Background: an optimization exercise with open tools, aiming at small area, a short achievable clock period and few clock cycles. Do not read the settings as production practice. The RTL was checked by simulation tests, not by an equivalence proof against the original design. Power is estimated from default activity; no workload was simulated.

== v38 ==
Design n_queens_backtrack_search, start of the top module:
module n_queens_backtrack_search
#(
  parameter int MAX_QUEENS = DEF_MAX_QUEENS
) (
  input  logic                   clk,
  input  logic                   rst_n,
  input  logic                   cfg_valid,
  output logic                   cfg_ready,
  input  logic [CFG_IDX_W-1:0]   cfg_index,
  input  logic [CFG_DATA_W-1:0]  cfg_data,
  input  logic                   in_tvalid,
  output logic                   in_tready,
  input  logic [IN_TDATA_W-1:0]  in_tdata,    
  output logic                   out_tvalid,
  input  logic                   out_tready,
  output logic [OUT_TDATA_W-1:0] out_tdata,
  output logic                   out_tlast
);
clock: 10.0 ns
lec_check: 0
abc_area: 1
cap_margin: 20
core_margin: 2
core_utilization: 40
setup_slack_margin: 5
slew_margin: 20
run.sh (not shown) runs the stock make flow with config.mk's settings and CLKGATE_MAP_FILE= SYNTH_SCRIPT=/design/flow/synth_recipe.tcl, a recipe that flattens the netlist after the stock synthesis.
Looking at the reports, v38 completed the entire flow and the layout it produced met the timing, design-rule and antenna checks.
Testbench counts of v38, summed over its fixed seeds: cycles 172,077.
--- input diff v38..v29 ---
# v38
export LEC_CHECK = 0
export ABC_AREA = 1
export CAP_MARGIN = 20
export CORE_MARGIN = 2
export CORE_UTILIZATION = 40
export SETUP_SLACK_MARGIN = 5
export SLEW_MARGIN = 20
create_clock -name core_clock -period 10.0 [get_ports {clk}]
# v29
export LEC_CHECK = 0
export ABC_AREA = 1
export CAP_MARGIN = 20
export CORE_MARGIN = 2
export CORE_UTILIZATION = 40
export CTS_CLUSTER_DIAMETER = 100
export CTS_CLUSTER_SIZE = 30
export PLACE_DENSITY = 0.75
export SETUP_SLACK_MARGIN = 5
export SLEW_MARGIN = 20
export TNS_END_PERCENT = 0
create_clock -name core_clock -period 10.0 [get_ports {clk}]
Notes after the runs:
- Both conditions hold for v29: the flow ran to the end and the final layout passed the timing, design-rule and antenna checks.
- Diff v38 -> v29: final standard cell utilization of the core decreased by 3.3 points relative to the old numbers; total length of routed met2 wires decreased by about 4% relative to the old numbers; number of multi-input logic gates closely matched the old numbers; total power decreased by about 17% relative to the old numbers.
Setup changes, v29 to v36
# v29
export LEC_CHECK = 0
export ABC_AREA = 1
export CAP_MARGIN = 20
export CORE_MARGIN = 2
export CORE_UTILIZATION = 40
export CTS_CLUSTER_DIAMETER = 100
export CTS_CLUSTER_SIZE = 30
export PLACE_DENSITY = 0.75
export SETUP_SLACK_MARGIN = 5
export SLEW_MARGIN = 20
export TNS_END_PERCENT = 0
create_clock -name core_clock -period 10.0 [get_ports {clk}]
# v36
export LEC_CHECK = 0
export ABC_AREA = 1
export CAP_MARGIN = 20
export CORE_MARGIN = 2
export CORE_UTILIZATION = 40
export CTS_BUF_LIST = sky130_fd_sc_hd__clkbuf_8
export SETUP_SLACK_MARGIN = 5
export SLEW_MARGIN = 20
export TNS_END_PERCENT = 0
create_clock -name core_clock -period 10.0 [get_ports {clk}]
--- outcome ---
- Of v29 and v36, the run reporting the lower later-pin clock latency in the skew report was v29.
- v36 vs. v29: pin count of the biggest net entering global routing moved down, worst hold slack after final layout went down by 19 ps.
- Comparing v29 and v36, the higher global-route usage was measured on v36.
- v36 ended up with more standard cells than v29.
- v29 → v36: total power increased about 9%, met3 routing resource usage after global routing +0.54 points.
Edits applied to the flow inputs when going from v36 to v42:
# v36
export LEC_CHECK = 0
export ABC_AREA = 1
export CAP_MARGIN = 20
export CORE_MARGIN = 2
export CORE_UTILIZATION = 40
export CTS_BUF_LIST = sky130_fd_sc_hd__clkbuf_8
export SETUP_SLACK_MARGIN = 5
export SLEW_MARGIN = 20
export TNS_END_PERCENT = 0
create_clock -name core_clock -period 10.0 [get_ports {clk}]
# v42
export LEC_CHECK = 0
export ABC_AREA = 1
export CAP_MARGIN = 20
export CORE_MARGIN = 2
export CORE_UTILIZATION = 40
export CTS_CLUSTER_DIAMETER = 100
export CTS_CLUSTER_SIZE = 24
export PLACE_DENSITY = 0.75
export SETUP_SLACK_MARGIN = 5
export SLEW_MARGIN = 20
export TNS_END_PERCENT = 0
create_clock -name core_clock -period 10.0 [get_ports {clk}]
Notes after the runs:
Against v36, net switching component of the power in v42 fell by a little under 10%.
Diff v36 -> v42 | post-CTS resize count | decrease of 1
v42 against v36: wire length of the first global-routing pass saw a decrease; fraction of standard cell area that is sequential saw an increase.
Relative to v42, the following input files were edited for v44:
# v42
export LEC_CHECK = 0
export ABC_AREA = 1
export CAP_MARGIN = 20
export CORE_MARGIN = 2
export CORE_UTILIZATION = 40
export CTS_CLUSTER_DIAMETER = 100
export CTS_CLUSTER_SIZE = 24
export PLACE_DENSITY = 0.75
export SETUP_SLACK_MARGIN = 5
export SLEW_MARGIN = 20
export TNS_END_PERCENT = 0
create_clock -name core_clock -period 10.0 [get_ports {clk}]
# v44
export LEC_CHECK = 0
export ABC_AREA = 1
export CAP_MARGIN = 20
export CORE_MARGIN = 2
export CORE_UTILIZATION = 40
export SETUP_SLACK_MARGIN = 5
export SLEW_MARGIN = 20
create_clock -name core_clock -period 10.0 [get_ports {clk}]
==> flow/flow/run.sh (new file) <==
#!/bin/bash
set -euo pipefail
bash standard.sh SETUP_SLACK_MARGIN=5.5 finish > standard.log 2>&1
==> flow/standard.sh (new file) <==
#!/bin/bash
# synth_recipe.tcl (not shown) runs the flow's synth.tcl, then flattens the netlist and writes it again
# the make line also repeats each setting of config.mk as NAME=value (left out here)
make -C /OpenROAD-flow-scripts/flow DESIGN_CONFIG=/design/flow/config.mk WORK_HOME=/design/flow/orfs CLKGATE_MAP_FILE= SYNTH_SCRIPT=/design/flow/synth_recipe.tcl "${@:-finish}"
removed: flow/run.sh
[summary]
v44 ended with every stage complete and zero timing, DRC or antenna violations. Going from v42 to v44, multi-input gate count has remained practically unchanged; post-layout instance count excluding filler cells picked up an extra 3.9%; worst-case setup margin in the final layout now sits lower; worst hold slack shrank by 15 ps. Between v44 and v42, it is v44 whose period utilization is higher, by 0.71 points. v44 vs. v42: power share of the clock group went up by 6.5 points.

## what the ideal ports hide
Ports are ideal in the flow. The routed layouts listed here were re-timed in OpenROAD.
Step 1: set_driving_cell puts a clkbuf_16 on clk and a buf_2 on each other input, an assumption about the parent block.
Step 2 also shifts input and output timing later by t, the mid clock arrival at the registers, as if the neighbouring blocks saw the same clock.
Three values: ideal, step 1, step 2; two values: the first two.
| run | shift t [ns] | setup slack, ns | latest minus earliest clock arrival (ns) | slew at the worst register clock pin (ns) |
|---|---|---|---|---|
| v38 | 0.619 | 4.777 / 4.722 / 4.999 | 0.013 / 0.013 | 0.07 / 0.07 |
| v29 | 0.566 | 4.841 / 4.785 / 5.080 | 0.024 / 0.024 | 0.12 / 0.12 |
| v36 | 0.649 | 4.692 / 4.636 / 4.799 | 0.030 / 0.030 | 0.07 / 0.07 |
| v42 | 0.556 | 4.865 / 4.810 / 5.076 | 0.033 / 0.033 | 0.10 / 0.10 |
| v44 | 0.603 | 4.793 / 4.740 / 5.085 | 0.014 / 0.014 | 0.07 / 0.07 |
After both steps setup and hold are still met in every run listed.
